What follows belongs to an exercise in optimizing a design on an open flow for small area; a production flow would make more cautious choices. Where RTL was checked, it was by simulation tests only, not by an equivalence proof against the original.

==> module acs_unit, before the edit <==
module acs_unit (
	input  logic [10-1:0] pm_upper,
	input  logic [10-1:0] pm_lower,
	input  logic [6-1:0] bm_upper,
	input  logic [6-1:0] bm_lower,
	output logic [10-1:0] pm_out,
	output logic                     decision
);
	localparam int W = 10;
	localparam int B = 6;
	logic [W-1:0] cand_upper;
	logic [W-1:0] cand_lower;
	logic [W:0]   cy_upper;
	logic [W:0]   cy_lower;
	logic [W:0]   borrow;
	assign cy_upper[0] = 1'b0;
	assign cy_lower[0] = 1'b0;
	genvar i;
	generate
		for (i = 0; i < W; i++) begin : g_add
			if (i < B) begin : g_full
				assign cand_upper[i] = pm_upper[i] ^ bm_upper[i] ^ cy_upper[i];
				assign cy_upper[i+1] = (pm_upper[i] & bm_upper[i]) | (cy_upper[i] & (pm_upper[i] ^ bm_upper[i]));
				assign cand_lower[i] = pm_lower[i] ^ bm_lower[i] ^ cy_lower[i];
				assign cy_lower[i+1] = (pm_lower[i] & bm_lower[i]) | (cy_lower[i] & (pm_lower[i] ^ bm_lower[i]));
			end else begin : g_half
				assign cand_upper[i] = pm_upper[i] ^ cy_upper[i];
				assign cy_upper[i+1] = pm_upper[i] & cy_upper[i];
				assign cand_lower[i] = pm_lower[i] ^ cy_lower[i];
				assign cy_lower[i+1] = pm_lower[i] & cy_lower[i];
			end
		end
	endgenerate
	assign borrow[0] = 1'b0;
	generate
		for (i = 0; i < W; i++) begin : g_cmp
			assign borrow[i+1] = (~cand_lower[i] & cand_upper[i]) |
				(borrow[i] & ~(cand_lower[i] ^ cand_upper[i]));
		end
	endgenerate
	assign decision = cand_lower[W-1] ^ cand_upper[W-1] ^ borrow[W-1];
	assign pm_out = decision ? cand_lower : cand_upper;
endmodule
==> module path_metric_store, before the edit <==
module path_metric_store (
	input  logic                                     clk,
	input  logic                                     reset_n,
	input  logic [32*10-1:0]    new_metrics,
	output logic                                     phase,
	output logic [64*10-1:0] old_metrics
);
	logic [32*10-1:0]    pm_stage;
	logic [64*10-1:0] pm_reg;
	always_ff @(posedge clk or negedge reset_n) begin
		if (!reset_n) begin
			phase <= 1'b0;
		end else begin
			phase <= ~phase;
		end
	end
	always_ff @(posedge clk) begin
		pm_stage <= new_metrics;
	end
	always_ff @(posedge clk or negedge reset_n) begin
		if (!reset_n) begin
			pm_reg <= '0;
		end else if (phase) begin
			for (int j = 0; j < 32; j++) begin
				pm_reg[(2*j)*10 +: 10] <= pm_stage[j*10 +: 10];
				pm_reg[(2*j + 1)*10 +: 10] <= new_metrics[j*10 +: 10];
			end
		end
	end
	assign old_metrics = pm_reg;
endmodule
make LEC_CHECK=0 CAP_MARGIN=20 CORE_MARGIN=2 CORE_UTILIZATION=40 SLEW_MARGIN=20 finish   # period 7.0 ns
run.sh (not shown) runs the stock make flow with config.mk's settings and CLKGATE_MAP_FILE= SYNTH_SCRIPT=/design/flow/synth_recipe.tcl, a recipe that flattens the netlist after the stock synthesis.
Next try:
--- a/flow/design.v
+++ b/flow/design.v
@@ -38,5 +38,5 @@
 		for (i = 0; i < W; i++) begin : g_cmp
 			assign borrow[i+1] = (~cand_lower[i] & cand_upper[i]) |
-				(borrow[i] & ~(cand_lower[i] ^ cand_upper[i]));
+				(~cand_lower[i] & borrow[i]) | (cand_upper[i] & borrow[i]);
 		end
 	endgenerate
@@ -105,13 +105,21 @@
 		pm_stage <= new_metrics;
 	end
-	always_ff @(posedge clk or negedge reset_n) begin
-		if (!reset_n) begin
-			pm_reg <= '0;
-		end else if (phase) begin
-			for (int j = 0; j < 32; j++) begin
-				pm_reg[(2*j)*10 +: 10] <= pm_stage[j*10 +: 10];
-				pm_reg[(2*j + 1)*10 +: 10] <= new_metrics[j*10 +: 10];
-			end
+	logic load_new;
+	logic keep_old;
+	logic [64*10-1:0] pm_next;
+	assign load_new = reset_n & phase;
+	assign keep_old = reset_n & ~phase;
+	always_comb begin
+		for (int j = 0; j < 32; j++) begin
+			pm_next[(2*j)*10 +: 10] =
+				({10{load_new}} & pm_stage[j*10 +: 10]) |
+				({10{keep_old}} & pm_reg[(2*j)*10 +: 10]);
+			pm_next[(2*j + 1)*10 +: 10] =
+				({10{load_new}} & new_metrics[j*10 +: 10]) |
+				({10{keep_old}} & pm_reg[(2*j + 1)*10 +: 10]);
 		end
+	end
+	always_ff @(posedge clk) begin
+		pm_reg <= pm_next;
 	end
 	assign old_metrics = pm_reg;
The new run completed with no timing, DRC or antenna violations.
Global-route usage is lower by 0.83 points.
Final area is lower by 7.7%.
Worst setup slack gets worse by 440 ps.
Clock-buffer cell count is lower by 18.
Die area is lower by 7.7%.
Routed wire length is lower by 9.1%.
Final cell count is lower by 10%.
Non-clock buffer count is higher by 35.
Utilization is higher by 0.25 points.
Worst hold slack gets better by 13 ps.
Synthesized cell count is lower by 10%.
For the first run of this note, only the layout was checked, not whether the RTL still works.

[what the ideal ports hide]
In the flow no input, the clock included, has a driving cell. The finished layouts below were timed again as built, in two steps.
Step 1 sets driving cells, clkbuf_16 on the clock port and buf_2 on the other inputs (assumed; they add their load-dependent delay and slew).
Step 2, shift: input delay + t, output delay - t, t = (earliest + latest rising clock arrival at the registers) / 2. This alone moves slack from input paths to output paths.
a / b / c = no drivers / after step 1 / after step 2; a / b = the first two.
run	t (ns)	slack for setup (ns)	worst hold slack (ns)	slew at the worst register clock pin (ns)	worst data-port slew with drivers (ns)
the first run	0.815	0.749 / 0.777 / -0.037	0.428 / 0.428 / 0.428	0.07 / 0.07	0.06
the second run	0.800	0.312 / 0.312 / -0.360	0.441 / 0.441 / 0.441	0.07 / 0.07	0.06
Met with ideal ports but missed after step 2: setup timing in the first run and the second run. The setup slack of the first run, which loses most, moves by +0.028 ns with the drivers and by -0.786 ns with both steps.
